From an optimization exercise on the open Yosys and OpenROAD flow, aimed at a short achievable clock period and few clock cycles; shortcuts taken in it are not production practice. In this exercise RTL edits were held to simulation tests only and were not proved equivalent to the original. No activity file was given, so power comes from the tool's default toggle rates.

==> inputs of trial 11 <==
## cache_bank
module cache_bank #(
    parameter int NUM_LINES = 16
) (
    input  logic                         clk,
    input  logic                         rst_n,
    input  logic                         core_req_valid,
    output logic                         core_req_ready,
    input  logic                         core_req_rw,
    input  cache_geom_pkg::line_addr_t   core_req_addr,
    input  cache_geom_pkg::word_sel_t    core_req_wsel,
    input  cache_geom_pkg::word_byteen_t core_req_byteen,
    input  cache_geom_pkg::word_t        core_req_data,
    input  cache_msg_pkg::req_tag_t      core_req_tag,
    input  cache_msg_pkg::req_sel_t      core_req_idx,
    output logic                         core_rsp_valid,
    input  logic                         core_rsp_ready,
    output cache_geom_pkg::word_t        core_rsp_data,
    output cache_msg_pkg::req_tag_t      core_rsp_tag,
    output cache_msg_pkg::req_sel_t      core_rsp_idx,
    output logic                         mem_req_valid,
    input  logic                         mem_req_ready,
    output logic                         mem_req_rw,
    output cache_geom_pkg::line_addr_t   mem_req_addr,
    output cache_geom_pkg::line_byteen_t mem_req_byteen,
    output cache_geom_pkg::line_t        mem_req_data,
    input  logic                         mem_rsp_valid,
    output logic                         mem_rsp_ready,
    input  cache_geom_pkg::line_t        mem_rsp_data
);
Settings: LEC_CHECK=0, ABC_CLOCK_PERIOD_IN_PS=2000, CAP_MARGIN=20, CORE_MARGIN=2, CORE_UTILIZATION=50, CTS_CLUSTER_DIAMETER=150, CTS_CLUSTER_SIZE=24, SETUP_SLACK_MARGIN=2.6, SLEW_MARGIN=20; clock period 5.2 ns.
run.sh (not shown) runs the stock make flow with config.mk's settings and CLKGATE_MAP_FILE= SYNTH_SCRIPT=/design/flow/synth_recipe.tcl, a recipe that flattens the netlist after the stock synthesis.
==> trial 95 (differences from trial 11) <==
--- a/flow/design.v
+++ b/flow/design.v
@@ -20,41 +20,42 @@
     } ctrl_state_e;
 endpackage
 module cache_tag_store #(
     parameter int NUM_LINES = 16
 ) (
     input  logic                       clk,
     input  logic                       rst_n,
     input  cache_geom_pkg::line_addr_t lookup_addr,
+    input  logic [NUM_LINES-1:0]       lookup_sethot,   
     output logic                       hit,
-    input  logic                       alloc_en,
+    input  logic [NUM_LINES-1:0]       alloc_sethot,    
     input  cache_geom_pkg::line_addr_t alloc_addr
 );
     localparam int INDEX_WIDTH = $clog2(NUM_LINES);
     localparam int TAG_WIDTH   = cache_geom_pkg::LINE_ADDR_WIDTH - INDEX_WIDTH;
     logic [NUM_LINES-1:0] valid_q;
     logic [TAG_WIDTH-1:0] tag_q [0:NUM_LINES-1];
     logic [NUM_LINES-1:0] match;
     always_comb begin
         for (int s = 0; s < NUM_LINES; s++) begin
             match[s] = valid_q[s] && (tag_q[s] == lookup_addr[cache_geom_pkg::LINE_ADDR_WIDTH-1:INDEX_WIDTH]);
         end
     end
-    assign hit = match[lookup_addr[INDEX_WIDTH-1:0]];
+    assign hit = |(match & lookup_sethot);
     always_ff @(posedge clk or negedge rst_n) begin
         if (!rst_n) begin
             valid_q <= '0;
-        end else if (alloc_en) begin
-            valid_q[alloc_addr[INDEX_WIDTH-1:0]] <= 1'b1;
+        end else begin
+            valid_q <= valid_q | alloc_sethot;
         end
     end
     always_ff @(posedge clk) begin
         for (int s = 0; s < NUM_LINES; s++) begin
-            if (alloc_en && alloc_addr[INDEX_WIDTH-1:0] == s) begin
+            if (alloc_sethot[s]) begin
                 tag_q[s] <= alloc_addr[cache_geom_pkg::LINE_ADDR_WIDTH-1:INDEX_WIDTH];
             end
         end
     end
 endmodule
 module cache_data_store #(
     parameter int NUM_LINES = 16
 ) (
@@ -116,18 +117,19 @@
     output logic                        mem_req_rw,
     output cache_geom_pkg::line_addr_t  mem_req_addr,
     output cache_geom_pkg::line_byteen_t mem_req_byteen,
     output cache_geom_pkg::line_t       mem_req_data,
     input  logic                        mem_rsp_valid,
     output logic                        mem_rsp_ready,
     input  cache_geom_pkg::line_t       mem_rsp_data,
     output cache_geom_pkg::line_addr_t  tag_lookup_addr,
+    output logic [NUM_LINES-1:0]        tag_lookup_sethot,
     input  logic                        tag_hit,
-    output logic                        tag_alloc_en,
+    output logic [NUM_LINES-1:0]        tag_alloc_sethot,
     output cache_geom_pkg::line_addr_t  tag_alloc_addr,
     output logic [15:0]                 dat_rd_sel,
     input  logic [NUM_LINES/4*32-1:0]   dat_rd_part,
     output logic [NUM_LINES-1:0]        dat_wr_sethot,
     output cache_geom_pkg::line_byteen_t dat_wr_mask,
     output cache_geom_pkg::line_t       dat_wr_line
 );
     localparam int IW  = $clog2(NUM_LINES);
@@ -148,86 +150,108 @@
     endfunction
     function automatic cache_geom_pkg::line_byteen_t place_byteen(input cache_geom_pkg::word_byteen_t be,
                                                                  input cache_geom_pkg::word_sel_t sel);
         cache_geom_pkg::line_byteen_t res;
         res = '0;
         res[sel*WB +: WB] = be;
         place_byteen = res;
     endfunction
-    logic                         req_rdy_q;
+    logic                         req_rdy_q;   
+    logic                         req_rdy_n;   
     logic                         a_v;
+    logic [NUM_LINES-1:0]         a_sethot;
+    cache_geom_pkg::line_byteen_t a_be16;
     logic                         a_rw;
     cache_geom_pkg::line_addr_t   a_addr;
     cache_geom_pkg::word_sel_t    a_wsel;
     cache_geom_pkg::word_byteen_t a_be;
     cache_geom_pkg::word_t        a_data;
     cache_msg_pkg::req_tag_t      a_tag;
     cache_msg_pkg::req_sel_t      a_idx;
     assign core_req_ready = req_rdy_q;
     always_ff @(posedge clk or negedge rst_n) begin
         if (!rst_n) a_v <= 1'b0;
-        else        a_v <= core_req_valid && req_rdy_q;
+        else        a_v <= core_req_valid && !req_rdy_n;
     end
     always_ff @(posedge clk) begin
         a_rw   <= core_req_rw;
         a_addr <= core_req_addr;
         a_wsel <= core_req_wsel;
         a_be   <= core_req_byteen;
         a_data <= core_req_data;
         a_tag  <= core_req_tag;
         a_idx  <= core_req_idx;
+        a_sethot <= NUM_LINES'(1) << core_req_addr[IW-1:0];
+        a_be16   <= place_byteen(core_req_byteen, core_req_wsel);
     end
     logic                         b_v;
     logic                         b_rw;
     cache_geom_pkg::line_addr_t   b_addr;
     cache_geom_pkg::word_sel_t    b_wsel;
     cache_geom_pkg::word_byteen_t b_be;
     cache_geom_pkg::word_t        b_data;
     cache_msg_pkg::req_tag_t      b_tag;
     cache_msg_pkg::req_sel_t      b_idx;
-    logic                         b_rawhit, b_fset, b_faddr;
+    logic                         b_fset;
+    logic [NUM_LINES-1:0]         b_sethot;
+    cache_geom_pkg::line_byteen_t b_be16;     
+    logic                         b_h0, b_h1, b_q0, b_q1, b_m0, b_m1, b_al0, b_al1;
     logic                         c_alloc;    
-    assign tag_lookup_addr = a_addr;
+    assign tag_lookup_addr   = a_addr;
+    assign tag_lookup_sethot = a_sethot;
+    logic a_faddr;
+    assign a_faddr = (a_addr == b_addr);
     always_ff @(posedge clk or negedge rst_n) begin
         if (!rst_n) begin
             b_v     <= 1'b0;
             c_alloc <= 1'b0;
         end else begin
             b_v     <= a_v;
-            c_alloc <= tag_alloc_en;
+            c_alloc <= b_alloc;
         end
     end
     always_ff @(posedge clk) begin
         b_rw     <= a_rw;
         b_addr   <= a_addr;
         b_wsel   <= a_wsel;
         b_be     <= a_be;
         b_data   <= a_data;
         b_tag    <= a_tag;
         b_idx    <= a_idx;
-        b_rawhit <= tag_hit;
         b_fset   <= (a_addr[IW-1:0] == b_addr[IW-1:0]);
-        b_faddr  <= (a_addr == b_addr);
-    end
-    logic b_hit, b_pushq, b_pushm;
-    assign b_hit   = (b_fset && c_alloc) ? b_faddr : b_rawhit;
-    assign b_pushq = b_v && (!b_rw || b_hit);
-    assign b_pushm = b_v && (b_rw || !b_hit);
-    assign tag_alloc_en   = b_v && !b_rw && !b_hit;
-    assign tag_alloc_addr = b_addr;
+        b_sethot <= a_sethot;
+        b_be16   <= a_rw ? a_be16 : '1;
+        b_h0     <= tag_hit;
+        b_h1     <= a_faddr;
+        b_q0     <= a_v && (!a_rw || tag_hit);
+        b_q1     <= a_v && (!a_rw || a_faddr);
+        b_m0     <= a_v && (a_rw || !tag_hit);
+        b_m1     <= a_v && (a_rw || !a_faddr);
+        b_al0    <= a_v && !a_rw && !tag_hit;
+        b_al1    <= a_v && !a_rw && !a_faddr;
+    end
+    logic b_fwd, b_hit, b_pushq, b_pushm, b_alloc;
+    assign b_fwd   = b_fset && c_alloc;
+    assign b_hit   = b_fwd ? b_h1  : b_h0;
+    assign b_pushq = b_fwd ? b_q1  : b_q0;
+    assign b_pushm = b_fwd ? b_m1  : b_m0;
+    assign b_alloc = b_fwd ? b_al1 : b_al0;
+    assign tag_alloc_sethot = b_alloc ? b_sethot : '0;
+    assign tag_alloc_addr   = b_addr;
     logic                         mq_rw   [0:MD-1];
     cache_geom_pkg::line_addr_t   mq_addr [0:MD-1];
     cache_geom_pkg::line_byteen_t mq_be   [0:MD-1];
     cache_geom_pkg::word_t        mq_data [0:MD-1];
     logic [MD-1:0]                mwp;         
     logic [MD-1:0]                mh;          
     logic [MW:0]                  mcount;
     logic                         mtake;
-    assign mtake = mem_req_valid && mem_req_ready;
+    logic mreq_v_n;   
+    assign mtake = !mreq_v_n && mem_req_ready;
     logic                         mc_rw,   mn_rw;
     cache_geom_pkg::line_addr_t   mc_addr, mn_addr;
     cache_geom_pkg::line_byteen_t mc_be,   mn_be;
     cache_geom_pkg::line_t        mc_data, mn_data;
     cache_geom_pkg::word_t        mc_word, mn_word;
     always_comb begin
         mc_rw   = 1'b0;
         mc_addr = '0;
@@ -253,88 +277,92 @@
         end
         for (int b = 0; b < WPL*WB; b++) begin
             mc_data[b*8 +: 8] = mc_be[b] ? mc_word[(b%WB)*8 +: 8] : 8'h00;
             mn_data[b*8 +: 8] = mn_be[b] ? mn_word[(b%WB)*8 +: 8] : 8'h00;
         end
     end
     always_ff @(posedge clk) begin
         for (int i = 0; i < MD; i++) begin
-            if (b_v && mwp[i]) begin
+            if (mwp[i]) begin
                 mq_rw[i]   <= b_rw;
                 mq_addr[i] <= b_addr;
-                mq_be[i]   <= b_rw ? place_byteen(b_be, b_wsel) : '1;
+                mq_be[i]   <= b_be16;
                 mq_data[i] <= b_data;
             end
         end
         mem_req_rw     <= mtake ? mn_rw   : mc_rw;
         mem_req_addr   <= mtake ? mn_addr : mc_addr;
         mem_req_byteen <= mtake ? mn_be   : mc_be;
         mem_req_data   <= mtake ? mn_data : mc_data;
     end
     always_ff @(posedge clk or negedge rst_n) begin
         if (!rst_n) begin
             mwp           <= MD'(1);
             mh            <= MD'(1);
             mcount        <= '0;
             mem_req_valid <= 1'b0;
+            mreq_v_n      <= 1'b1;
         end else begin
             if (b_pushm) mwp <= {mwp[MD-2:0], mwp[MD-1]};
             if (mtake) mh <= {mh[MD-2:0], mh[MD-1]};
             mcount        <= mcount + b_pushm - mtake;
             mem_req_valid <= mtake ? (mcount > 1) : (mcount != 0);
+            mreq_v_n      <= mtake ? (mcount < 2) : (mcount == 0);
         end
     end
     logic                         cq_rd   [0:QD-1];
     logic                         cq_miss [0:QD-1];
     set_t                         cq_set  [0:QD-1];
     cache_geom_pkg::word_sel_t    cq_wsel [0:QD-1];
     cache_geom_pkg::word_byteen_t cq_be   [0:QD-1];
     cache_geom_pkg::word_t        cq_data [0:QD-1];
     cache_msg_pkg::req_tag_t      cq_tag  [0:QD-1];
     cache_msg_pkg::req_sel_t      cq_idx  [0:QD-1];
     logic [QD-1:0]                qwp;         
     logic [QW:0]                  qrp;
     logic [QW:0]                  qcount;
     always_ff @(posedge clk) begin
         for (int i = 0; i < QD; i++) begin
-            if (b_v && qwp[i]) begin
+            if (qwp[i]) begin
                 cq_rd[i]   <= !b_rw;
                 cq_miss[i] <= !b_hit;
                 cq_set[i]  <= b_addr[IW-1:0];
                 cq_wsel[i] <= b_wsel;
                 cq_be[i]   <= b_be;
                 cq_data[i] <= b_data;
                 cq_tag[i]  <= b_tag;
                 cq_idx[i]  <= b_idx;
             end
         end
     end
-    logic                  rsp_rdy_q;
+    logic                  rsp_rdy_q;   
+    logic                  rsp_rdy_n;   
     cache_geom_pkg::line_t fq_line [0:FD-1];
     logic [FD-1:0]         fwp;         
     logic [FW:0]           frp;
     logic [FW:0]           fcount;
     logic                  fpush, fpop;
     assign mem_rsp_ready = rsp_rdy_q;
-    assign fpush  = mem_rsp_valid && rsp_rdy_q;
+    assign fpush  = mem_rsp_valid && !rsp_rdy_n;
     always_ff @(posedge clk) begin
         for (int i = 0; i < FD; i++) begin
-            if (fpush && fwp[i]) fq_line[i] <= mem_rsp_data;
+            if (fwp[i]) fq_line[i] <= mem_rsp_data;
         end
     end
     cache_geom_pkg::word_t   rq_data [0:RD-1];
     cache_msg_pkg::req_tag_t rq_tag  [0:RD-1];
     cache_msg_pkg::req_sel_t rq_idx  [0:RD-1];
     logic [RD-1:0]           rwp;         
     logic [RW-1:0]           rh, rh1;     
     logic [RW:0]             rcount;
     logic                    rtake, rpush;
     cache_geom_pkg::word_t   k2_word;
-    assign rtake   = core_rsp_valid && core_rsp_ready;
+    logic crsp_v_n;   
+    assign rtake   = !crsp_v_n && core_rsp_ready;
     logic                         k1_v;
     logic                         k1_rd, k1_miss;
     set_t                         k1_set;
     cache_geom_pkg::word_sel_t    k1_wsel;
     cache_geom_pkg::word_byteen_t k1_be;
     cache_geom_pkg::word_t        k1_data;
     cache_msg_pkg::req_tag_t      k1_tag;
     cache_msg_pkg::req_sel_t      k1_idx;
@@ -453,55 +481,61 @@
         if (!rst_n) begin
             rwp            <= RD'(1);
             rh             <= '0;
             rh1            <= RW'(1);
             rcount         <= '0;
             r_lt_m1        <= 1'b1;
             r_lt           <= 1'b1;
             core_rsp_valid <= 1'b0;
+            crsp_v_n       <= 1'b1;
         end else begin
             if (rpush) rwp <= {rwp[RD-2:0], rwp[RD-1]};
             if (rtake) begin
                 rh  <= rh1;
                 rh1 <= rh1 + 1'b1;
             end
             rcount         <= rcount_next;
             r_lt_m1        <= rcount_next < RD - 1;
             r_lt           <= rcount_next < RD;
             core_rsp_valid <= rtake ? (rcount > 1) : (rcount != 0);
+            crsp_v_n       <= rtake ? (rcount < 2) : (rcount == 0);
         end
     end
     logic [QW+1:0] q_need;
     logic [MW+1:0] m_need;
     logic [FW+1:0] f_need;
-    assign q_need = qcount + a_v + b_v + req_rdy_q;
-    assign m_need = mcount + a_v + b_v + req_rdy_q;
-    assign f_need = fcount + rsp_rdy_q;
+    assign q_need = qcount + a_v + b_v + !req_rdy_n;
+    assign m_need = mcount + a_v + b_v + !req_rdy_n;
+    assign f_need = fcount + !rsp_rdy_n;
     always_ff @(posedge clk or negedge rst_n) begin
         if (!rst_n) begin
             qwp       <= QD'(1);
             qcount    <= '0;
             q_ne      <= 1'b0;
             fwp       <= FD'(1);
             frp       <= '0;
             fcount    <= '0;
             f_ne      <= 1'b0;
             req_rdy_q <= 1'b0;
+            req_rdy_n <= 1'b1;
             rsp_rdy_q <= 1'b0;
+            rsp_rdy_n <= 1'b1;
         end else begin
             if (b_pushq) qwp <= {qwp[QD-2:0], qwp[QD-1]};
             if (fpush) fwp <= {fwp[FD-2:0], fwp[FD-1]};
             if (fpop) frp <= frp + 1'b1;
             qcount <= qcount_next;
             q_ne   <= b_pushq || (qcount > 1) || (q_ne && !ld1);
             fcount <= fcount_next;
             f_ne   <= fpush || (fcount > 1) || (f_ne && !fpop);
-            req_rdy_q <= (q_need < QD) && (m_need < MD);
-            rsp_rdy_q <= (f_need < FD);
+            req_rdy_q <= (q_need < QD - 1) && (m_need < MD - 1);
+            req_rdy_n <= !((q_need < QD - 1) && (m_need < MD - 1));
+            rsp_rdy_q <= (f_need < FD - 1);
+            rsp_rdy_n <= !(f_need < FD - 1);
         end
     end
 endmodule
 module cache_bank #(
     parameter int NUM_LINES = 16
 ) (
     input  logic                         clk,
     input  logic                         rst_n,
@@ -525,18 +559,19 @@
     output cache_geom_pkg::line_addr_t   mem_req_addr,
     output cache_geom_pkg::line_byteen_t mem_req_byteen,
     output cache_geom_pkg::line_t        mem_req_data,
     input  logic                         mem_rsp_valid,
     output logic                         mem_rsp_ready,
     input  cache_geom_pkg::line_t        mem_rsp_data
 );
     cache_geom_pkg::line_addr_t   tag_lookup_addr;
+    logic [NUM_LINES-1:0]         tag_lookup_sethot;
     logic                         tag_hit;
-    logic                         tag_alloc_en;
+    logic [NUM_LINES-1:0]         tag_alloc_sethot;
     cache_geom_pkg::line_addr_t   tag_alloc_addr;
     logic [15:0]                  dat_rd_sel;
     logic [NUM_LINES/4*32-1:0]    dat_rd_part;
     logic [NUM_LINES-1:0]         dat_wr_sethot;
     cache_geom_pkg::line_byteen_t dat_wr_mask;
     cache_geom_pkg::line_t        dat_wr_line;
     cache_bank_ctrl #(
         .NUM_LINES (NUM_LINES)
@@ -562,33 +597,35 @@
         .mem_req_rw      (mem_req_rw),
         .mem_req_addr    (mem_req_addr),
         .mem_req_byteen  (mem_req_byteen),
         .mem_req_data    (mem_req_data),
         .mem_rsp_valid   (mem_rsp_valid),
         .mem_rsp_ready   (mem_rsp_ready),
         .mem_rsp_data    (mem_rsp_data),
         .tag_lookup_addr (tag_lookup_addr),
+        .tag_lookup_sethot (tag_lookup_sethot),
         .tag_hit         (tag_hit),
-        .tag_alloc_en    (tag_alloc_en),
+        .tag_alloc_sethot (tag_alloc_sethot),
         .tag_alloc_addr  (tag_alloc_addr),
         .dat_rd_sel      (dat_rd_sel),
         .dat_rd_part     (dat_rd_part),
         .dat_wr_sethot   (dat_wr_sethot),
         .dat_wr_mask     (dat_wr_mask),
         .dat_wr_line     (dat_wr_line)
     );
     cache_tag_store #(
         .NUM_LINES (NUM_LINES)
     ) tag_store_i (
         .clk         (clk),
         .rst_n       (rst_n),
         .lookup_addr (tag_lookup_addr),
+        .lookup_sethot (tag_lookup_sethot),
         .hit         (tag_hit),
-        .alloc_en    (tag_alloc_en),
+        .alloc_sethot (tag_alloc_sethot),
         .alloc_addr  (tag_alloc_addr)
     );
     cache_data_store #(
         .NUM_LINES (NUM_LINES)
     ) data_store_i (
         .clk       (clk),
         .rd_sel    (dat_rd_sel),
         .rd_part   (dat_rd_part),
==> comparison table <==
| quantity | trial 11 | trial 95 |
|---|---|---|
| Area of the core | 356000 µm² | 360000 µm² |
| Measured slew at the worst slew-check pin | 1.23 ns | 1.23 ns |
| Register area share after synthesis | 0.789 | 0.790 |
| Unique cell type count in the Yosys netlist | 78 | 61 |
| Headroom to the max-slew limit | 0.178 | 0.176 |
| Insertion delay to the later sink of the worst-skew pair | 0.99 ns | 1.01 ns |
| Iteration-0 DRC count of the detailed router | 16400 | 16600 |
| Peak supply drop | 742 µV | 575 µV |
| Fraction of layout cells with a size suffix above 1 | 0.119 | 0.121 |
| Number of vias per cell | 6.81 | 6.76 |
| Flops & latches, synth | 4946 | 5020 |
| Combinational group power | 31800 µW | 32500 µW |
| Fraction of area in multi-input gates | 0.180 | 0.178 |
| Register-to-register path setup slack | 2.59 ns | 2.54 ns |
| Result of the run | finished clean | finished clean |
| Global-route wire length before repair | 815 mm | 820 mm |
| Setup WS post-layout | 2.55 ns | 2.54 ns |
| Growth of design area from synthesis to finish | 10.1% | 10.0% |
Testbench counts of trial 11, summed over its fixed seeds: cycles 24,129.
Testbench counts of trial 95, summed over its fixed seeds: cycles 24,178.

port drivers added, routing unchanged:
No port has a modelled driver above. Below, the same layouts with a new extraction and two added sets of constraints. Step 1: set_driving_cell puts a clkbuf_16 on clk and a buf_2 on each other input, an assumption about the parent block. Step 2 moves the port delays by t, midway between the first and last clock arrival at a register: inputs arrive t later, outputs are due t later. That takes back most of the time a late clock gives input paths. a / b / c = ideal ports / drivers / drivers and shift; a / b = the first two.
run	t, ns	setup slack, ns	hold slack, ns	worst data-port slew with drivers (ns)
trial 11	1.062	2.552 / 2.443 / 1.870	0.056 / -0.008 / 0.328	0.23
trial 95	1.091	2.544 / 2.477 / 1.833	0.331 / 0.331 / 0.331	0.19
After both steps every run listed still meets setup and hold. For trial 95, which loses most, drivers alone change the setup slack by -0.067 ns; drivers and shift together by -0.711 ns.
